From an optimization exercise on the open Yosys and OpenROAD flow, aimed at small area, a short achievable clock period and few clock cycles; shortcuts taken in it are not production practice. Function was not checked in any run shown here: the RTL went through the layout flow alone.

## flow/design.v (module list and top-level ports; edited modules follow where they fit)
// module imm_dot: 3736 lines
// module integer_matrix_multiply: 234 lines
module integer_matrix_multiply (
  input  wire                                   clk,
  input  wire                                   rst,
  input  wire                                   in_valid,
  output logic                                  in_ready,
  input  wire        [1:0]                      operation,
  input  wire        [2:0]                      row_index,
  input  wire        [2:0]                      col_index,
  input  wire signed [15:0]                     element_value,
  output logic                                  out_valid,
  input  wire                                   out_ready,
  output logic       [2:0]                      out_row,
  output logic       [2:0]                      out_col,
  output logic signed [imm_pkg::PROD_WIDTH-1:0] product_value,
  output logic                                  last,
  output logic                                  dim_error,
  input  wire                                   cfg_we,
  input  wire        [1:0]                      cfg_index,
  input  wire        [3:0]                      cfg_data
);
  // ...
==> flow/run.sh <==
#!/bin/bash
# synth_recipe.tcl (not shown) runs the flow's synth.tcl, then flattens the netlist and writes it again
# the make line also repeats each setting of config.mk as NAME=value (left out here)
make -C /OpenROAD-flow-scripts/flow DESIGN_CONFIG=/design/flow/config.mk WORK_HOME=/design/flow/orfs CLKGATE_MAP_FILE= SYNTH_SCRIPT=/design/flow/synth_recipe.tcl finish
==> flow/config.mk <==
export PLATFORM = sky130hd
export DESIGN_NAME = integer_matrix_multiply
export DESIGN_NICKNAME = integer_matrix_multiply
export VERILOG_FILES = /design/flow/design.v
export SDC_FILE = /design/flow/constraint.sdc
export NUM_CORES = 4
export LEC_CHECK = 0
export ABC_AREA = 1
export CAP_MARGIN = 20
export CORE_MARGIN = 2
export CORE_UTILIZATION = 40
export SLEW_MARGIN = 20
==> flow/constraint.sdc <==
create_clock -name core_clock -period 10.0 [get_ports {clk}]
set_input_delay 2.0000 -clock core_clock [delete_from_list [all_inputs] [get_ports {clk}]]
set_output_delay 2.0000 -clock core_clock [all_outputs]
set_load 0.01 [all_outputs]
==> summary.md, run 1 <==
| Metric | Value |
|---|---|
| Status | no timing/DRC/antenna violations |
| CTS Hold Buffers Added | 0 |
| FMAX | 212 MHz |
| Met3 global-route usage | 5.83% |
| Non-Filler Instances | between 15k and 20k |
| Multi-input gate area | 0.0599 mm^2 |
| Post-route ant nets | 0 |
| Clock Skews | 81.5 ps |
| Final GP Congestion | 1.05 |
| Relative slew slack | 24.0% |
| Area contributors post-synth | edfxtp_1, fa_1, dfxtp_1 |
| Commonest non-fill, non-tap cell in the layout | edfxtp_1 |
| CP required | 10830 ps |
| Tot GR Track Use | a little over a quarter |
| Pre-CTS WS | 5330 ps |
| Most common cell in the netlist | edfxtp_1 |
| Commonest cells after routing, fill and taps aside | edfxtp_1, nor2_1, inv_1 |
| Final non-clock buffer share | 1.77% |
| GR Util met1 | 37.5% |
| Post-synthesis cell area | about 0.16 mm^2 |
| Setup repair after global routing missed its margin | false |
| Remaining global-route overflow | 0 |
| Max clock buf depth | 4 |
| Die H | 630 um |
| Dominant synthesized flop cell | edfxtp_1 |
| CP Class | reg2reg |
| Hold Vio Cnt, Final | 0 |
| Antenna fix cells | 13 |
| Crit. Startpoint | rb[5]$_SDFFCE_PN0P_ |
==> run 2, diff against run 1 <==
--- a/flow/design.v
+++ b/flow/design.v
@@ -3543,218 +3543,220 @@
   wire s1054 = c989 ^ c990 ^ c991;
   wire c1054 = (c989 & c990) | (c989 & c991) | (c990 & c991);
   wire s1055 = s992 ^ s993 ^ s994;
   wire c1055 = (s992 & s993) | (s992 & s994) | (s993 & s994);
   wire s1056 = c992 ^ c993 ^ c994;
   wire c1056 = (c992 & c993) | (c992 & c994) | (c993 & c994);
   wire s1057 = c900 ^ c901 ^ c902;
   wire c1057 = (c900 & c901) | (c900 & c902) | (c901 & c902);
-  logic [3:0] p8_0;
-  always_ff @(posedge clk) p8_0 <= {p4_0[15], p4_0[14], p4_0[13], s995};
-  logic [3:0] p8_1;
-  always_ff @(posedge clk) p8_1 <= {p4_1[7], s997, s996, c995};
-  logic [3:0] p8_2;
-  always_ff @(posedge clk) p8_2 <= {s999, s998, c997, c996};
-  logic [3:0] p8_3;
-  always_ff @(posedge clk) p8_3 <= {s1001, s1000, c999, c998};
-  logic [3:0] p8_4;
-  always_ff @(posedge clk) p8_4 <= {s1003, s1002, c1001, c1000};
-  logic [3:0] p8_5;
-  always_ff @(posedge clk) p8_5 <= {s1005, s1004, c1003, c1002};
-  logic [3:0] p8_6;
-  always_ff @(posedge clk) p8_6 <= {s1007, s1006, c1005, c1004};
-  logic [3:0] p8_7;
-  always_ff @(posedge clk) p8_7 <= {s1009, s1008, c1007, c1006};
-  logic [3:0] p8_8;
-  always_ff @(posedge clk) p8_8 <= {s1011, s1010, c1009, c1008};
-  logic [3:0] p8_9;
-  always_ff @(posedge clk) p8_9 <= {s1013, s1012, c1011, c1010};
-  logic [3:0] p8_10;
-  always_ff @(posedge clk) p8_10 <= {s1015, s1014, c1013, c1012};
-  logic [3:0] p8_11;
-  always_ff @(posedge clk) p8_11 <= {s1017, s1016, c1015, c1014};
-  logic [3:0] p8_12;
-  always_ff @(posedge clk) p8_12 <= {s1019, s1018, c1017, c1016};
-  logic [3:0] p8_13;
-  always_ff @(posedge clk) p8_13 <= {s1021, s1020, c1019, c1018};
-  logic [3:0] p8_14;
-  always_ff @(posedge clk) p8_14 <= {s1023, s1022, c1021, c1020};
-  logic [3:0] p8_15;
-  always_ff @(posedge clk) p8_15 <= {s1025, s1024, c1023, c1022};
-  logic [3:0] p8_16;
-  always_ff @(posedge clk) p8_16 <= {s1027, s1026, c1025, c1024};
-  logic [3:0] p8_17;
-  always_ff @(posedge clk) p8_17 <= {s1029, s1028, c1027, c1026};
-  logic [3:0] p8_18;
-  always_ff @(posedge clk) p8_18 <= {s1031, s1030, c1029, c1028};
-  logic [3:0] p8_19;
-  always_ff @(posedge clk) p8_19 <= {s1033, s1032, c1031, c1030};
-  logic [3:0] p8_20;
-  always_ff @(posedge clk) p8_20 <= {s1035, s1034, c1033, c1032};
-  logic [3:0] p8_21;
-  always_ff @(posedge clk) p8_21 <= {s1037, s1036, c1035, c1034};
-  logic [3:0] p8_22;
-  always_ff @(posedge clk) p8_22 <= {s1039, s1038, c1037, c1036};
-  logic [3:0] p8_23;
-  always_ff @(posedge clk) p8_23 <= {s1041, s1040, c1039, c1038};
-  logic [3:0] p8_24;
-  always_ff @(posedge clk) p8_24 <= {s1043, s1042, c1041, c1040};
-  logic [3:0] p8_25;
-  always_ff @(posedge clk) p8_25 <= {s1045, s1044, c1043, c1042};
-  logic [3:0] p8_26;
-  always_ff @(posedge clk) p8_26 <= {s1047, s1046, c1045, c1044};
-  logic [3:0] p8_27;
-  always_ff @(posedge clk) p8_27 <= {s1049, s1048, c1047, c1046};
-  logic [3:0] p8_28;
-  always_ff @(posedge clk) p8_28 <= {s1051, s1050, c1049, c1048};
-  logic [3:0] p8_29;
-  always_ff @(posedge clk) p8_29 <= {s1053, s1052, c1051, c1050};
-  logic [3:0] p8_30;
-  always_ff @(posedge clk) p8_30 <= {s1055, s1054, c1053, c1052};
-  logic [3:0] p8_31;
-  always_ff @(posedge clk) p8_31 <= {s1057, s1056, c1055, c1054};
-  logic [2:0] p8_32;
-  always_ff @(posedge clk) p8_32 <= {p4_32[0], c1057, c1056};
-  logic [0:0] p8_34;
-  always_ff @(posedge clk) p8_34 <= {p4_34[0]};
-  wire s1058 = p8_0[0] ^ p8_0[1];
-  wire c1058 = p8_0[0] & p8_0[1];
-  wire s1059 = p8_1[0] ^ p8_1[1] ^ p8_1[2];
-  wire c1059 = (p8_1[0] & p8_1[1]) | (p8_1[0] & p8_1[2]) | (p8_1[1] & p8_1[2]);
-  wire s1060 = p8_2[0] ^ p8_2[1] ^ p8_2[2];
-  wire c1060 = (p8_2[0] & p8_2[1]) | (p8_2[0] & p8_2[2]) | (p8_2[1] & p8_2[2]);
-  wire s1061 = p8_3[0] ^ p8_3[1] ^ p8_3[2];
-  wire c1061 = (p8_3[0] & p8_3[1]) | (p8_3[0] & p8_3[2]) | (p8_3[1] & p8_3[2]);
-  wire s1062 = p8_4[0] ^ p8_4[1] ^ p8_4[2];
-  wire c1062 = (p8_4[0] & p8_4[1]) | (p8_4[0] & p8_4[2]) | (p8_4[1] & p8_4[2]);
-  wire s1063 = p8_5[0] ^ p8_5[1] ^ p8_5[2];
-  wire c1063 = (p8_5[0] & p8_5[1]) | (p8_5[0] & p8_5[2]) | (p8_5[1] & p8_5[2]);
-  wire s1064 = p8_6[0] ^ p8_6[1] ^ p8_6[2];
-  wire c1064 = (p8_6[0] & p8_6[1]) | (p8_6[0] & p8_6[2]) | (p8_6[1] & p8_6[2]);
-  wire s1065 = p8_7[0] ^ p8_7[1] ^ p8_7[2];
-  wire c1065 = (p8_7[0] & p8_7[1]) | (p8_7[0] & p8_7[2]) | (p8_7[1] & p8_7[2]);
-  wire s1066 = p8_8[0] ^ p8_8[1] ^ p8_8[2];
-  wire c1066 = (p8_8[0] & p8_8[1]) | (p8_8[0] & p8_8[2]) | (p8_8[1] & p8_8[2]);
-  wire s1067 = p8_9[0] ^ p8_9[1] ^ p8_9[2];
-  wire c1067 = (p8_9[0] & p8_9[1]) | (p8_9[0] & p8_9[2]) | (p8_9[1] & p8_9[2]);
-  wire s1068 = p8_10[0] ^ p8_10[1] ^ p8_10[2];
-  wire c1068 = (p8_10[0] & p8_10[1]) | (p8_10[0] & p8_10[2]) | (p8_10[1] & p8_10[2]);
-  wire s1069 = p8_11[0] ^ p8_11[1] ^ p8_11[2];
-  wire c1069 = (p8_11[0] & p8_11[1]) | (p8_11[0] & p8_11[2]) | (p8_11[1] & p8_11[2]);
-  wire s1070 = p8_12[0] ^ p8_12[1] ^ p8_12[2];
-  wire c1070 = (p8_12[0] & p8_12[1]) | (p8_12[0] & p8_12[2]) | (p8_12[1] & p8_12[2]);
-  wire s1071 = p8_13[0] ^ p8_13[1] ^ p8_13[2];
-  wire c1071 = (p8_13[0] & p8_13[1]) | (p8_13[0] & p8_13[2]) | (p8_13[1] & p8_13[2]);
-  wire s1072 = p8_14[0] ^ p8_14[1] ^ p8_14[2];
-  wire c1072 = (p8_14[0] & p8_14[1]) | (p8_14[0] & p8_14[2]) | (p8_14[1] & p8_14[2]);
-  wire s1073 = p8_15[0] ^ p8_15[1] ^ p8_15[2];
-  wire c1073 = (p8_15[0] & p8_15[1]) | (p8_15[0] & p8_15[2]) | (p8_15[1] & p8_15[2]);
-  wire s1074 = p8_16[0] ^ p8_16[1] ^ p8_16[2];
-  wire c1074 = (p8_16[0] & p8_16[1]) | (p8_16[0] & p8_16[2]) | (p8_16[1] & p8_16[2]);
-  wire s1075 = p8_17[0] ^ p8_17[1] ^ p8_17[2];
-  wire c1075 = (p8_17[0] & p8_17[1]) | (p8_17[0] & p8_17[2]) | (p8_17[1] & p8_17[2]);
-  wire s1076 = p8_18[0] ^ p8_18[1] ^ p8_18[2];
-  wire c1076 = (p8_18[0] & p8_18[1]) | (p8_18[0] & p8_18[2]) | (p8_18[1] & p8_18[2]);
-  wire s1077 = p8_19[0] ^ p8_19[1] ^ p8_19[2];
-  wire c1077 = (p8_19[0] & p8_19[1]) | (p8_19[0] & p8_19[2]) | (p8_19[1] & p8_19[2]);
-  wire s1078 = p8_20[0] ^ p8_20[1] ^ p8_20[2];
-  wire c1078 = (p8_20[0] & p8_20[1]) | (p8_20[0] & p8_20[2]) | (p8_20[1] & p8_20[2]);
-  wire s1079 = p8_21[0] ^ p8_21[1] ^ p8_21[2];
-  wire c1079 = (p8_21[0] & p8_21[1]) | (p8_21[0] & p8_21[2]) | (p8_21[1] & p8_21[2]);
-  wire s1080 = p8_22[0] ^ p8_22[1] ^ p8_22[2];
-  wire c1080 = (p8_22[0] & p8_22[1]) | (p8_22[0] & p8_22[2]) | (p8_22[1] & p8_22[2]);
-  wire s1081 = p8_23[0] ^ p8_23[1] ^ p8_23[2];
-  wire c1081 = (p8_23[0] & p8_23[1]) | (p8_23[0] & p8_23[2]) | (p8_23[1] & p8_23[2]);
-  wire s1082 = p8_24[0] ^ p8_24[1] ^ p8_24[2];
-  wire c1082 = (p8_24[0] & p8_24[1]) | (p8_24[0] & p8_24[2]) | (p8_24[1] & p8_24[2]);
-  wire s1083 = p8_25[0] ^ p8_25[1] ^ p8_25[2];
-  wire c1083 = (p8_25[0] & p8_25[1]) | (p8_25[0] & p8_25[2]) | (p8_25[1] & p8_25[2]);
-  wire s1084 = p8_26[0] ^ p8_26[1] ^ p8_26[2];
-  wire c1084 = (p8_26[0] & p8_26[1]) | (p8_26[0] & p8_26[2]) | (p8_26[1] & p8_26[2]);
-  wire s1085 = p8_27[0] ^ p8_27[1] ^ p8_27[2];
-  wire c1085 = (p8_27[0] & p8_27[1]) | (p8_27[0] & p8_27[2]) | (p8_27[1] & p8_27[2]);
-  wire s1086 = p8_28[0] ^ p8_28[1] ^ p8_28[2];
-  wire c1086 = (p8_28[0] & p8_28[1]) | (p8_28[0] & p8_28[2]) | (p8_28[1] & p8_28[2]);
-  wire s1087 = p8_29[0] ^ p8_29[1] ^ p8_29[2];
-  wire c1087 = (p8_29[0] & p8_29[1]) | (p8_29[0] & p8_29[2]) | (p8_29[1] & p8_29[2]);
-  wire s1088 = p8_30[0] ^ p8_30[1] ^ p8_30[2];
-  wire c1088 = (p8_30[0] & p8_30[1]) | (p8_30[0] & p8_30[2]) | (p8_30[1] & p8_30[2]);
-  wire s1089 = p8_31[0] ^ p8_31[1] ^ p8_31[2];
-  wire c1089 = (p8_31[0] & p8_31[1]) | (p8_31[0] & p8_31[2]) | (p8_31[1] & p8_31[2]);
-  wire s1090 = p8_32[0] ^ p8_32[1];
-  wire c1090 = p8_32[0] & p8_32[1];
-  wire s1091 = s1058 ^ p8_0[2];
-  wire c1091 = s1058 & p8_0[2];
-  wire s1092 = c1058 ^ s1059 ^ p8_1[3];
-  wire c1092 = (c1058 & s1059) | (c1058 & p8_1[3]) | (s1059 & p8_1[3]);
-  wire s1093 = c1059 ^ s1060 ^ p8_2[3];
-  wire c1093 = (c1059 & s1060) | (c1059 & p8_2[3]) | (s1060 & p8_2[3]);
-  wire s1094 = c1060 ^ s1061 ^ p8_3[3];
-  wire c1094 = (c1060 & s1061) | (c1060 & p8_3[3]) | (s1061 & p8_3[3]);
-  wire s1095 = c1061 ^ s1062 ^ p8_4[3];
-  wire c1095 = (c1061 & s1062) | (c1061 & p8_4[3]) | (s1062 & p8_4[3]);
-  wire s1096 = c1062 ^ s1063 ^ p8_5[3];
-  wire c1096 = (c1062 & s1063) | (c1062 & p8_5[3]) | (s1063 & p8_5[3]);
-  wire s1097 = c1063 ^ s1064 ^ p8_6[3];
-  wire c1097 = (c1063 & s1064) | (c1063 & p8_6[3]) | (s1064 & p8_6[3]);
-  wire s1098 = c1064 ^ s1065 ^ p8_7[3];
-  wire c1098 = (c1064 & s1065) | (c1064 & p8_7[3]) | (s1065 & p8_7[3]);
-  wire s1099 = c1065 ^ s1066 ^ p8_8[3];
-  wire c1099 = (c1065 & s1066) | (c1065 & p8_8[3]) | (s1066 & p8_8[3]);
-  wire s1100 = c1066 ^ s1067 ^ p8_9[3];
-  wire c1100 = (c1066 & s1067) | (c1066 & p8_9[3]) | (s1067 & p8_9[3]);
-  wire s1101 = c1067 ^ s1068 ^ p8_10[3];
-  wire c1101 = (c1067 & s1068) | (c1067 & p8_10[3]) | (s1068 & p8_10[3]);
-  wire s1102 = c1068 ^ s1069 ^ p8_11[3];
-  wire c1102 = (c1068 & s1069) | (c1068 & p8_11[3]) | (s1069 & p8_11[3]);
-  wire s1103 = c1069 ^ s1070 ^ p8_12[3];
-  wire c1103 = (c1069 & s1070) | (c1069 & p8_12[3]) | (s1070 & p8_12[3]);
-  wire s1104 = c1070 ^ s1071 ^ p8_13[3];
-  wire c1104 = (c1070 & s1071) | (c1070 & p8_13[3]) | (s1071 & p8_13[3]);
-  wire s1105 = c1071 ^ s1072 ^ p8_14[3];
-  wire c1105 = (c1071 & s1072) | (c1071 & p8_14[3]) | (s1072 & p8_14[3]);
-  wire s1106 = c1072 ^ s1073 ^ p8_15[3];
-  wire c1106 = (c1072 & s1073) | (c1072 & p8_15[3]) | (s1073 & p8_15[3]);
-  wire s1107 = c1073 ^ s1074 ^ p8_16[3];
-  wire c1107 = (c1073 & s1074) | (c1073 & p8_16[3]) | (s1074 & p8_16[3]);
-  wire s1108 = c1074 ^ s1075 ^ p8_17[3];
-  wire c1108 = (c1074 & s1075) | (c1074 & p8_17[3]) | (s1075 & p8_17[3]);
-  wire s1109 = c1075 ^ s1076 ^ p8_18[3];
-  wire c1109 = (c1075 & s1076) | (c1075 & p8_18[3]) | (s1076 & p8_18[3]);
-  wire s1110 = c1076 ^ s1077 ^ p8_19[3];
-  wire c1110 = (c1076 & s1077) | (c1076 & p8_19[3]) | (s1077 & p8_19[3]);
-  wire s1111 = c1077 ^ s1078 ^ p8_20[3];
-  wire c1111 = (c1077 & s1078) | (c1077 & p8_20[3]) | (s1078 & p8_20[3]);
-  wire s1112 = c1078 ^ s1079 ^ p8_21[3];
-  wire c1112 = (c1078 & s1079) | (c1078 & p8_21[3]) | (s1079 & p8_21[3]);
-  wire s1113 = c1079 ^ s1080 ^ p8_22[3];
-  wire c1113 = (c1079 & s1080) | (c1079 & p8_22[3]) | (s1080 & p8_22[3]);
-  wire s1114 = c1080 ^ s1081 ^ p8_23[3];
-  wire c1114 = (c1080 & s1081) | (c1080 & p8_23[3]) | (s1081 & p8_23[3]);
-  wire s1115 = c1081 ^ s1082 ^ p8_24[3];
-  wire c1115 = (c1081 & s1082) | (c1081 & p8_24[3]) | (s1082 & p8_24[3]);
-  wire s1116 = c1082 ^ s1083 ^ p8_25[3];
-  wire c1116 = (c1082 & s1083) | (c1082 & p8_25[3]) | (s1083 & p8_25[3]);
-  wire s1117 = c1083 ^ s1084 ^ p8_26[3];
-  wire c1117 = (c1083 & s1084) | (c1083 & p8_26[3]) | (s1084 & p8_26[3]);
-  wire s1118 = c1084 ^ s1085 ^ p8_27[3];
-  wire c1118 = (c1084 & s1085) | (c1084 & p8_27[3]) | (s1085 & p8_27[3]);
-  wire s1119 = c1085 ^ s1086 ^ p8_28[3];
-  wire c1119 = (c1085 & s1086) | (c1085 & p8_28[3]) | (s1086 & p8_28[3]);
-  wire s1120 = c1086 ^ s1087 ^ p8_29[3];
-  wire c1120 = (c1086 & s1087) | (c1086 & p8_29[3]) | (s1087 & p8_29[3]);
-  wire s1121 = c1087 ^ s1088 ^ p8_30[3];
-  wire c1121 = (c1087 & s1088) | (c1087 & p8_30[3]) | (s1088 & p8_30[3]);
-  wire s1122 = c1088 ^ s1089 ^ p8_31[3];
-  wire c1122 = (c1088 & s1089) | (c1088 & p8_31[3]) | (s1089 & p8_31[3]);
-  wire s1123 = c1089 ^ s1090 ^ p8_32[2];
-  wire c1123 = (c1089 & s1090) | (c1089 & p8_32[2]) | (s1090 & p8_32[2]);
-  wire [34:0] r0 = {p8_34[0], c1123, c1122, c1121, c1120, c1119, c1118, c1117, c1116, c1115, c1114, c1113, c1112, c1111, c1110, c1109, c1108, c1107, c1106, c1105, c1104, c1103, c1102, c1101, c1100, c1099, c1098, c1097, c1096, c1095, c1094, c1093, c1092, c1091, s1091};
-  wire [34:0] r1 = {1'b0, c1090, s1123, s1122, s1121, s1120, s1119, s1118, s1117, s1116, s1115, s1114, s1113, s1112, s1111, s1110, s1109, s1108, s1107, s1106, s1105, s1104, s1103, s1102, s1101, s1100, s1099, s1098, s1097, s1096, s1095, s1094, s1093, s1092, p8_0[3]};
+  wire s1058 = s995 ^ p4_0[13];
+  wire c1058 = s995 & p4_0[13];
+  wire s1059 = c995 ^ s996 ^ s997;
+  wire c1059 = (c995 & s996) | (c995 & s997) | (s996 & s997);
+  wire s1060 = c996 ^ c997 ^ s998;
+  wire c1060 = (c996 & c997) | (c996 & s998) | (c997 & s998);
+  wire s1061 = c998 ^ c999 ^ s1000;
+  wire c1061 = (c998 & c999) | (c998 & s1000) | (c999 & s1000);
+  wire s1062 = c1000 ^ c1001 ^ s1002;
+  wire c1062 = (c1000 & c1001) | (c1000 & s1002) | (c1001 & s1002);
+  wire s1063 = c1002 ^ c1003 ^ s1004;
+  wire c1063 = (c1002 & c1003) | (c1002 & s1004) | (c1003 & s1004);
+  wire s1064 = c1004 ^ c1005 ^ s1006;
+  wire c1064 = (c1004 & c1005) | (c1004 & s1006) | (c1005 & s1006);
+  wire s1065 = c1006 ^ c1007 ^ s1008;
+  wire c1065 = (c1006 & c1007) | (c1006 & s1008) | (c1007 & s1008);
+  wire s1066 = c1008 ^ c1009 ^ s1010;
+  wire c1066 = (c1008 & c1009) | (c1008 & s1010) | (c1009 & s1010);
+  wire s1067 = c1010 ^ c1011 ^ s1012;
+  wire c1067 = (c1010 & c1011) | (c1010 & s1012) | (c1011 & s1012);
+  wire s1068 = c1012 ^ c1013 ^ s1014;
+  wire c1068 = (c1012 & c1013) | (c1012 & s1014) | (c1013 & s1014);
+  wire s1069 = c1014 ^ c1015 ^ s1016;
+  wire c1069 = (c1014 & c1015) | (c1014 & s1016) | (c1015 & s1016);
+  wire s1070 = c1016 ^ c1017 ^ s1018;
+  wire c1070 = (c1016 & c1017) | (c1016 & s1018) | (c1017 & s1018);
+  wire s1071 = c1018 ^ c1019 ^ s1020;
+  wire c1071 = (c1018 & c1019) | (c1018 & s1020) | (c1019 & s1020);
+  wire s1072 = c1020 ^ c1021 ^ s1022;
+  wire c1072 = (c1020 & c1021) | (c1020 & s1022) | (c1021 & s1022);
+  wire s1073 = c1022 ^ c1023 ^ s1024;
+  wire c1073 = (c1022 & c1023) | (c1022 & s1024) | (c1023 & s1024);
+  wire s1074 = c1024 ^ c1025 ^ s1026;
+  wire c1074 = (c1024 & c1025) | (c1024 & s1026) | (c1025 & s1026);
+  wire s1075 = c1026 ^ c1027 ^ s1028;
+  wire c1075 = (c1026 & c1027) | (c1026 & s1028) | (c1027 & s1028);
+  wire s1076 = c1028 ^ c1029 ^ s1030;
+  wire c1076 = (c1028 & c1029) | (c1028 & s1030) | (c1029 & s1030);
+  wire s1077 = c1030 ^ c1031 ^ s1032;
+  wire c1077 = (c1030 & c1031) | (c1030 & s1032) | (c1031 & s1032);
+  wire s1078 = c1032 ^ c1033 ^ s1034;
+  wire c1078 = (c1032 & c1033) | (c1032 & s1034) | (c1033 & s1034);
+  wire s1079 = c1034 ^ c1035 ^ s1036;
+  wire c1079 = (c1034 & c1035) | (c1034 & s1036) | (c1035 & s1036);
+  wire s1080 = c1036 ^ c1037 ^ s1038;
+  wire c1080 = (c1036 & c1037) | (c1036 & s1038) | (c1037 & s1038);
+  wire s1081 = c1038 ^ c1039 ^ s1040;
+  wire c1081 = (c1038 & c1039) | (c1038 & s1040) | (c1039 & s1040);
+  wire s1082 = c1040 ^ c1041 ^ s1042;
+  wire c1082 = (c1040 & c1041) | (c1040 & s1042) | (c1041 & s1042);
+  wire s1083 = c1042 ^ c1043 ^ s1044;
+  wire c1083 = (c1042 & c1043) | (c1042 & s1044) | (c1043 & s1044);
+  wire s1084 = c1044 ^ c1045 ^ s1046;
+  wire c1084 = (c1044 & c1045) | (c1044 & s1046) | (c1045 & s1046);
+  wire s1085 = c1046 ^ c1047 ^ s1048;
+  wire c1085 = (c1046 & c1047) | (c1046 & s1048) | (c1047 & s1048);
+  wire s1086 = c1048 ^ c1049 ^ s1050;
+  wire c1086 = (c1048 & c1049) | (c1048 & s1050) | (c1049 & s1050);
+  wire s1087 = c1050 ^ c1051 ^ s1052;
+  wire c1087 = (c1050 & c1051) | (c1050 & s1052) | (c1051 & s1052);
+  wire s1088 = c1052 ^ c1053 ^ s1054;
+  wire c1088 = (c1052 & c1053) | (c1052 & s1054) | (c1053 & s1054);
+  wire s1089 = c1054 ^ c1055 ^ s1056;
+  wire c1089 = (c1054 & c1055) | (c1054 & s1056) | (c1055 & s1056);
+  wire s1090 = c1056 ^ c1057;
+  wire c1090 = c1056 & c1057;
+  logic [2:0] p9_0;
+  always_ff @(posedge clk) p9_0 <= {p4_0[15], p4_0[14], s1058};
+  logic [2:0] p9_1;
+  always_ff @(posedge clk) p9_1 <= {p4_1[7], s1059, c1058};
+  logic [2:0] p9_2;
+  always_ff @(posedge clk) p9_2 <= {s999, s1060, c1059};
+  logic [2:0] p9_3;
+  always_ff @(posedge clk) p9_3 <= {s1001, s1061, c1060};
+  logic [2:0] p9_4;
+  always_ff @(posedge clk) p9_4 <= {s1003, s1062, c1061};
+  logic [2:0] p9_5;
+  always_ff @(posedge clk) p9_5 <= {s1005, s1063, c1062};
+  logic [2:0] p9_6;
+  always_ff @(posedge clk) p9_6 <= {s1007, s1064, c1063};
+  logic [2:0] p9_7;
+  always_ff @(posedge clk) p9_7 <= {s1009, s1065, c1064};
+  logic [2:0] p9_8;
+  always_ff @(posedge clk) p9_8 <= {s1011, s1066, c1065};
+  logic [2:0] p9_9;
+  always_ff @(posedge clk) p9_9 <= {s1013, s1067, c1066};
+  logic [2:0] p9_10;
+  always_ff @(posedge clk) p9_10 <= {s1015, s1068, c1067};
+  logic [2:0] p9_11;
+  always_ff @(posedge clk) p9_11 <= {s1017, s1069, c1068};
+  logic [2:0] p9_12;
+  always_ff @(posedge clk) p9_12 <= {s1019, s1070, c1069};
+  logic [2:0] p9_13;
+  always_ff @(posedge clk) p9_13 <= {s1021, s1071, c1070};
+  logic [2:0] p9_14;
+  always_ff @(posedge clk) p9_14 <= {s1023, s1072, c1071};
+  logic [2:0] p9_15;
+  always_ff @(posedge clk) p9_15 <= {s1025, s1073, c1072};
+  logic [2:0] p9_16;
+  always_ff @(posedge clk) p9_16 <= {s1027, s1074, c1073};
+  logic [2:0] p9_17;
+  always_ff @(posedge clk) p9_17 <= {s1029, s1075, c1074};
+  logic [2:0] p9_18;
+  always_ff @(posedge clk) p9_18 <= {s1031, s1076, c1075};
+  logic [2:0] p9_19;
+  always_ff @(posedge clk) p9_19 <= {s1033, s1077, c1076};
+  logic [2:0] p9_20;
+  always_ff @(posedge clk) p9_20 <= {s1035, s1078, c1077};
+  logic [2:0] p9_21;
+  always_ff @(posedge clk) p9_21 <= {s1037, s1079, c1078};
+  logic [2:0] p9_22;
+  always_ff @(posedge clk) p9_22 <= {s1039, s1080, c1079};
+  logic [2:0] p9_23;
+  always_ff @(posedge clk) p9_23 <= {s1041, s1081, c1080};
+  logic [2:0] p9_24;
+  always_ff @(posedge clk) p9_24 <= {s1043, s1082, c1081};
+  logic [2:0] p9_25;
+  always_ff @(posedge clk) p9_25 <= {s1045, s1083, c1082};
+  logic [2:0] p9_26;
+  always_ff @(posedge clk) p9_26 <= {s1047, s1084, c1083};
+  logic [2:0] p9_27;
+  always_ff @(posedge clk) p9_27 <= {s1049, s1085, c1084};
+  logic [2:0] p9_28;
+  always_ff @(posedge clk) p9_28 <= {s1051, s1086, c1085};
+  logic [2:0] p9_29;
+  always_ff @(posedge clk) p9_29 <= {s1053, s1087, c1086};
+  logic [2:0] p9_30;
+  always_ff @(posedge clk) p9_30 <= {s1055, s1088, c1087};
+  logic [2:0] p9_31;
+  always_ff @(posedge clk) p9_31 <= {s1057, s1089, c1088};
+  logic [2:0] p9_32;
+  always_ff @(posedge clk) p9_32 <= {p4_32[0], s1090, c1089};
+  logic [0:0] p9_33;
+  always_ff @(posedge clk) p9_33 <= {c1090};
+  logic [0:0] p9_34;
+  always_ff @(posedge clk) p9_34 <= {p4_34[0]};
+  wire s1091 = p9_0[0] ^ p9_0[1];
+  wire c1091 = p9_0[0] & p9_0[1];
+  wire s1092 = p9_1[0] ^ p9_1[1] ^ p9_1[2];
+  wire c1092 = (p9_1[0] & p9_1[1]) | (p9_1[0] & p9_1[2]) | (p9_1[1] & p9_1[2]);
+  wire s1093 = p9_2[0] ^ p9_2[1] ^ p9_2[2];
+  wire c1093 = (p9_2[0] & p9_2[1]) | (p9_2[0] & p9_2[2]) | (p9_2[1] & p9_2[2]);
+  wire s1094 = p9_3[0] ^ p9_3[1] ^ p9_3[2];
+  wire c1094 = (p9_3[0] & p9_3[1]) | (p9_3[0] & p9_3[2]) | (p9_3[1] & p9_3[2]);
+  wire s1095 = p9_4[0] ^ p9_4[1] ^ p9_4[2];
+  wire c1095 = (p9_4[0] & p9_4[1]) | (p9_4[0] & p9_4[2]) | (p9_4[1] & p9_4[2]);
+  wire s1096 = p9_5[0] ^ p9_5[1] ^ p9_5[2];
+  wire c1096 = (p9_5[0] & p9_5[1]) | (p9_5[0] & p9_5[2]) | (p9_5[1] & p9_5[2]);
+  wire s1097 = p9_6[0] ^ p9_6[1] ^ p9_6[2];
+  wire c1097 = (p9_6[0] & p9_6[1]) | (p9_6[0] & p9_6[2]) | (p9_6[1] & p9_6[2]);
+  wire s1098 = p9_7[0] ^ p9_7[1] ^ p9_7[2];
+  wire c1098 = (p9_7[0] & p9_7[1]) | (p9_7[0] & p9_7[2]) | (p9_7[1] & p9_7[2]);
+  wire s1099 = p9_8[0] ^ p9_8[1] ^ p9_8[2];
+  wire c1099 = (p9_8[0] & p9_8[1]) | (p9_8[0] & p9_8[2]) | (p9_8[1] & p9_8[2]);
+  wire s1100 = p9_9[0] ^ p9_9[1] ^ p9_9[2];
+  wire c1100 = (p9_9[0] & p9_9[1]) | (p9_9[0] & p9_9[2]) | (p9_9[1] & p9_9[2]);
+  wire s1101 = p9_10[0] ^ p9_10[1] ^ p9_10[2];
+  wire c1101 = (p9_10[0] & p9_10[1]) | (p9_10[0] & p9_10[2]) | (p9_10[1] & p9_10[2]);
+  wire s1102 = p9_11[0] ^ p9_11[1] ^ p9_11[2];
+  wire c1102 = (p9_11[0] & p9_11[1]) | (p9_11[0] & p9_11[2]) | (p9_11[1] & p9_11[2]);
+  wire s1103 = p9_12[0] ^ p9_12[1] ^ p9_12[2];
+  wire c1103 = (p9_12[0] & p9_12[1]) | (p9_12[0] & p9_12[2]) | (p9_12[1] & p9_12[2]);
+  wire s1104 = p9_13[0] ^ p9_13[1] ^ p9_13[2];
+  wire c1104 = (p9_13[0] & p9_13[1]) | (p9_13[0] & p9_13[2]) | (p9_13[1] & p9_13[2]);
+  wire s1105 = p9_14[0] ^ p9_14[1] ^ p9_14[2];
+  wire c1105 = (p9_14[0] & p9_14[1]) | (p9_14[0] & p9_14[2]) | (p9_14[1] & p9_14[2]);
+  wire s1106 = p9_15[0] ^ p9_15[1] ^ p9_15[2];
+  wire c1106 = (p9_15[0] & p9_15[1]) | (p9_15[0] & p9_15[2]) | (p9_15[1] & p9_15[2]);
+  wire s1107 = p9_16[0] ^ p9_16[1] ^ p9_16[2];
+  wire c1107 = (p9_16[0] & p9_16[1]) | (p9_16[0] & p9_16[2]) | (p9_16[1] & p9_16[2]);
+  wire s1108 = p9_17[0] ^ p9_17[1] ^ p9_17[2];
+  wire c1108 = (p9_17[0] & p9_17[1]) | (p9_17[0] & p9_17[2]) | (p9_17[1] & p9_17[2]);
+  wire s1109 = p9_18[0] ^ p9_18[1] ^ p9_18[2];
+  wire c1109 = (p9_18[0] & p9_18[1]) | (p9_18[0] & p9_18[2]) | (p9_18[1] & p9_18[2]);
+  wire s1110 = p9_19[0] ^ p9_19[1] ^ p9_19[2];
+  wire c1110 = (p9_19[0] & p9_19[1]) | (p9_19[0] & p9_19[2]) | (p9_19[1] & p9_19[2]);
+  wire s1111 = p9_20[0] ^ p9_20[1] ^ p9_20[2];
+  wire c1111 = (p9_20[0] & p9_20[1]) | (p9_20[0] & p9_20[2]) | (p9_20[1] & p9_20[2]);
+  wire s1112 = p9_21[0] ^ p9_21[1] ^ p9_21[2];
+  wire c1112 = (p9_21[0] & p9_21[1]) | (p9_21[0] & p9_21[2]) | (p9_21[1] & p9_21[2]);
+  wire s1113 = p9_22[0] ^ p9_22[1] ^ p9_22[2];
+  wire c1113 = (p9_22[0] & p9_22[1]) | (p9_22[0] & p9_22[2]) | (p9_22[1] & p9_22[2]);
+  wire s1114 = p9_23[0] ^ p9_23[1] ^ p9_23[2];
+  wire c1114 = (p9_23[0] & p9_23[1]) | (p9_23[0] & p9_23[2]) | (p9_23[1] & p9_23[2]);
+  wire s1115 = p9_24[0] ^ p9_24[1] ^ p9_24[2];
+  wire c1115 = (p9_24[0] & p9_24[1]) | (p9_24[0] & p9_24[2]) | (p9_24[1] & p9_24[2]);
+  wire s1116 = p9_25[0] ^ p9_25[1] ^ p9_25[2];
+  wire c1116 = (p9_25[0] & p9_25[1]) | (p9_25[0] & p9_25[2]) | (p9_25[1] & p9_25[2]);
+  wire s1117 = p9_26[0] ^ p9_26[1] ^ p9_26[2];
+  wire c1117 = (p9_26[0] & p9_26[1]) | (p9_26[0] & p9_26[2]) | (p9_26[1] & p9_26[2]);
+  wire s1118 = p9_27[0] ^ p9_27[1] ^ p9_27[2];
+  wire c1118 = (p9_27[0] & p9_27[1]) | (p9_27[0] & p9_27[2]) | (p9_27[1] & p9_27[2]);
+  wire s1119 = p9_28[0] ^ p9_28[1] ^ p9_28[2];
+  wire c1119 = (p9_28[0] & p9_28[1]) | (p9_28[0] & p9_28[2]) | (p9_28[1] & p9_28[2]);
+  wire s1120 = p9_29[0] ^ p9_29[1] ^ p9_29[2];
+  wire c1120 = (p9_29[0] & p9_29[1]) | (p9_29[0] & p9_29[2]) | (p9_29[1] & p9_29[2]);
+  wire s1121 = p9_30[0] ^ p9_30[1] ^ p9_30[2];
+  wire c1121 = (p9_30[0] & p9_30[1]) | (p9_30[0] & p9_30[2]) | (p9_30[1] & p9_30[2]);
+  wire s1122 = p9_31[0] ^ p9_31[1] ^ p9_31[2];
+  wire c1122 = (p9_31[0] & p9_31[1]) | (p9_31[0] & p9_31[2]) | (p9_31[1] & p9_31[2]);
+  wire s1123 = p9_32[0] ^ p9_32[1] ^ p9_32[2];
+  wire c1123 = (p9_32[0] & p9_32[1]) | (p9_32[0] & p9_32[2]) | (p9_32[1] & p9_32[2]);
+  wire [34:0] r0 = {p9_34[0], c1123, c1122, c1121, c1120, c1119, c1118, c1117, c1116, c1115, c1114, c1113, c1112, c1111, c1110, c1109, c1108, c1107, c1106, c1105, c1104, c1103, c1102, c1101, c1100, c1099, c1098, c1097, c1096, c1095, c1094, c1093, c1092, c1091, s1091};
+  wire [34:0] r1 = {1'b0, p9_33[0], s1123, s1122, s1121, s1120, s1119, s1118, s1117, s1116, s1115, s1114, s1113, s1112, s1111, s1110, s1109, s1108, s1107, s1106, s1105, s1104, s1103, s1102, s1101, s1100, s1099, s1098, s1097, s1096, s1095, s1094, s1093, s1092, p9_0[2]};
   assign sum = r0 + r1;
 endmodule
 `default_nettype wire
 `default_nettype none
 module integer_matrix_multiply (
   input  wire                                   clk,
   input  wire                                   rst,
   input  wire                                   in_valid,
==> flow/flow/run.sh (new file) <==
#!/bin/bash
# The standard layout, with the timing repair steps asked to leave more setup slack.
set -euo pipefail
bash standard.sh SETUP_SLACK_MARGIN=6.5 finish > standard.log 2>&1
==> flow/standard.sh (new file) <==
#!/bin/bash
# synth_recipe.tcl (not shown) runs the flow's synth.tcl, then flattens the netlist and writes it again
# the make line also repeats each setting of config.mk as NAME=value (left out here)
make -C /OpenROAD-flow-scripts/flow DESIGN_CONFIG=/design/flow/config.mk WORK_HOME=/design/flow/orfs CLKGATE_MAP_FILE= SYNTH_SCRIPT=/design/flow/synth_recipe.tcl "${@:-finish}"
removed: flow/run.sh
==> run 2 against run 1 <==
  * First-iteration DRC count is 7.0% higher
  * Die area up 0.55%
  * Sequential cell count down 31
  * Fmax grew 24%
  * Clock-buffer cell count fell by 5
  * Utilization grew 1.4 points
  * Worst setup slack better by 920 ps
==> summary.md, run 2 <==
| Metric | Value |
|---|---|
| Clock Latency Late Sink | 1000 ps |
| Die footprint | about 0.40 mm^2 |
| Final critical-path required period | about 3800 ps |
| Final Slew Violations | 0 |
| Layout cell share with drive strength beyond 1 | 12.6% |
| Vias | 110k |
| Hold depth | 0 |
| Area contributors post-synth | edfxtp_1, fa_1, dfxtp_1 |
| Hold slack final | 325 ps |
| Hold Startpoint | u_dot.p4_0[14]$_DFF_P_ |
| Residual DRC count | 0 |
| Syn nets | 15.0k |
| Tot GR Track Use | 27.6% (+0.46 points) |
| Reg2Reg Depth | 12 |
| Async SR Flop Fraction | 0% |
| Largest net degree at the start of global routing | between 200 and 250 |
| Num Clock Sinks | 3221 |
| Setup repair after global routing missed its margin | true |
| Register-to-register setup slack | slightly above 6000 ps |
| Status | no timing/DRC/antenna violations |
| Wirelength per Cell | 28.6 um |
| TritonCTS clock tree | built |
| Final GP Congestion | 1.07 (+2.6%) |
| Clock Skews | 89.1 ps (+7.55 ps) |
| Via/cell ratio | 5.56 |
| Slew @ Worst Pin | 1270 ps |
| Most common cell in the netlist | edfxtp_1 |
| Pre-antenna DRT Iters | 6 |
| Clk slew on worst S/H paths | 60 ps |
| Fill cell count | 35.4k |
| CP required | 10910 ps (+80 ps) |
| Cell accounting for the most synthesized area | edfxtp_1 |
| Number of global-route vias before repair | 103k |
| Root Buffer | clkbuf_16 |
| Top cells by count, synth | edfxtp_1, nor2_1, inv_1 |
| # IOs | 80 |
| CP Max Fanout | 4 |
| Register area share after synthesis | 55.9% |
| Die H | 632 um (+0.28%) |
| Max clock buf depth | 4 (unchanged) |
| Crit end category | flop |
| Nets@finish | between 15k and 20k |
| Setup TNS | 0 ps |
| Worst Hold Class | reg2reg |
| R2r endpoint | u_dot.p4_14[15]$_DFF_P_ |
| Dominant synthesized flop cell | edfxtp_1 |
| Iter 0 DRT Violations | between 15k and 20k |
| Hold EP | u_dot.p9_0[1]$_DFF_P_ |
| Remaining global-route overflow | 0 (unchanged) |
| CTS H-tree lvls | 5 |
| Synth top area share | 45.2% |
| Relative slew slack | 14.7% (-9.3 points) |
| Commonest cells after routing, fill and taps aside | edfxtp_1, nor2_1, inv_1 |
| Core Area | 0.393 mm^2 |
| Initial antenna violation count | 51 |
| Post-synth EDFFs | roughly 2.4k |
| CTS Hold Buffers Added | 0 (unchanged) |
| Post-synthesis cell area | 0.158 mm^2 (+0.55%) |
| Buffers on Ports | 79 |
| Dpl hpwl | 390000 um |
| Area Overhead vs Synth | 15.1% |
| Initial core utilization | 40.2% |
| Synth Warn # | 2 |
| Post-route ant nets | 0 (unchanged) |
| Fin crit share | a little under two fifths |
| CP Class | reg2reg |
| Post-synth cell types | 49 |
| Startpoint types | flop |
| First-pass GRT wire length | 786000 um |
| Aggregate routed wire length | 565000 um |
| FMAX | 264 MHz (+24%) |
| Critical Path AT | 4700 ps |
| CTS buffer count | around 350 |
| Final setup viols | 0 |
| Max Cap Viol | 0 |
| Yosys reg bits | around 3.2k |
| Std-Cell Rows | 230 |
| Top flop regs | a_st: 1024 flops, b_st: 1024 flops |
| Chip Width | 632 um |
| Commonest non-fill, non-tap cell in the layout | edfxtp_1 |
| Cells after Synth | approximately 14k |
| Hold Vio Cnt, Final | 0 (unchanged) |
| R2r startpoint | rb[2]$_SDFFCE_PN0P_ |
| Syn avg cell area | about 11 um^2 |
run 2: cell count changes after synthesis, moves of 6 or more:
| cell | previous run | this run |
|---|---|---|
| nor2_1 | 2062 | 2076 |
| o221ai_1 | 10 | 3 |
| clkbuf_1 | 611 | 590 |
| dfxtp_1 | 879 | 848 |
| xor2_1 | 1028 | 1022 |
| buf_1 | 89 | 98 |
| o21ai_0 | 1246 | 1271 |
| a211oi_1 | 53 | 47 |
| inv_1 | 1286 | 1696 |
| buf_2 | 124 | 134 |
run 2: kinds of logic after synthesis:
group / count (synthesis) / share of synthesized area (%)
AOI/OAI and AO/OA: 3074 / 11.1
xor gates and xnor gates: 1044 / 5.80
adders and majority gates: 1154 / 14.2
buffers and inverters: 2579 / 6.26
DFF: 3221 / 55.9
and+or+nand+nor: 2777 / 6.73
run 2: stage by stage:
step | util [%] | cells | cell area [um^2] | setup WS (ps)
after CTS | 45.7 | 19600 | 179000 | 6090
after global placement | 41.9 | 18600 | 164000 | 5160
final | 46.3 | 19700 | 182000 | 6220
after global routing | 46.3 | 19700 | 182000 | 6120
after floorplan | - | 13800 | 158000 | 6430
after detailed placement | 41.9 | 18600 | 164000 | 5120
run 2: what timing repair did:
action,4_1_cts,5_1_grt
pin swaps,59,118
endpoints found under the setup margin,378,188
gates resized for setup,463,271
setup buffers,318,123
gates cloned,4,4
run 2: area by class of cell:
class	count	area [um^2]	area share [%]
inverter	1753	7060	3.88
multi-input combinational	8049	61000	33.6
clock buffer	482	9770	5.38
sequential	3221	88300	48.6
clock inverter	159	2090	1.15
timing repair inverter	6	32.5	0.0179
timing repair buffer	802	6720	3.70
antenna	46	115	0.0634
tap	5220	6530	3.60
run 2: routing by layer:
| layer | vias to the layer above | global-route usage, % | wire length [um] |
|---|---|---|---|
| li1 | 47500 | - | - |
| met4 | 32 | 15.5 | 37700 |
| met3 | 1067 | 7.34 | 65600 |
| met5 | - | 0 | 204 |
| met2 | 6040 | 39.8 | 239000 |
| met1 | 55100 | 37.7 | 223000 |
run 2: worst max-delay path by stage:
stage,depth (start not counted),to,slack [ps],startpoint
after floorplan,9,qn[1]$_SDFF_PP0_,6430,out_ready
after global placement,10,product_value[11]$_SDFFCE_PN0P_,5160,out_ready
after detailed placement,10,product_value[11]$_SDFFCE_PN0P_,5120,out_ready
after CTS,1,out_col[2],6090,out_col[2]$_SDFFCE_PN0P_
after global routing,9,u_dot.p4_14[15]$_DFF_P_,6120,bcol[10]$_DFF_P_
final,12,u_dot.p4_14[15]$_DFF_P_,6220,rb[2]$_SDFFCE_PN0P_
run 2: critical path, cell delays in order, from the launching register on:
cell and delay, ps:
edfxtp_1 570, buf_6 200, nor2_4 160, nor2_2 60, inv_2 140, o22ai_2 100, xor2_1 220, fa_1 500
fa_2 590, inv_2 60, fa_2 570, inv_2 50, fa_2 520

[separate check: timing with driven ports]
The results above use ideal ports. As a check the final layouts listed here were re-extracted and re-timed, cells and wires unchanged.
Step 1 (the two cells are an assumption about what drives the block):
set clk [get_ports {clk}]
set_driving_cell -lib_cell sky130_fd_sc_hd__clkbuf_16 $clk
set_driving_cell -lib_cell sky130_fd_sc_hd__buf_2 [delete_from_list [all_inputs] $clk]
Step 2 moves the port delays by t, midway between the first and last clock arrival at a register: inputs arrive t later, outputs are due t later. That takes back most of the time a late clock gives input paths.
Three values: ideal, step 1, step 2; two values: the first two.
run	t (ns)	setup slack, ns	worst setup path after step 2
run 1	1.060	5.294 / 5.294 / 5.294	register to register
run 2	1.058	6.216 / 6.169 / 5.621	input to register
After both steps setup and hold are still met in every run listed. For run 2, which loses most, drivers alone change the setup slack by -0.047 ns; drivers and shift together by -0.595 ns.
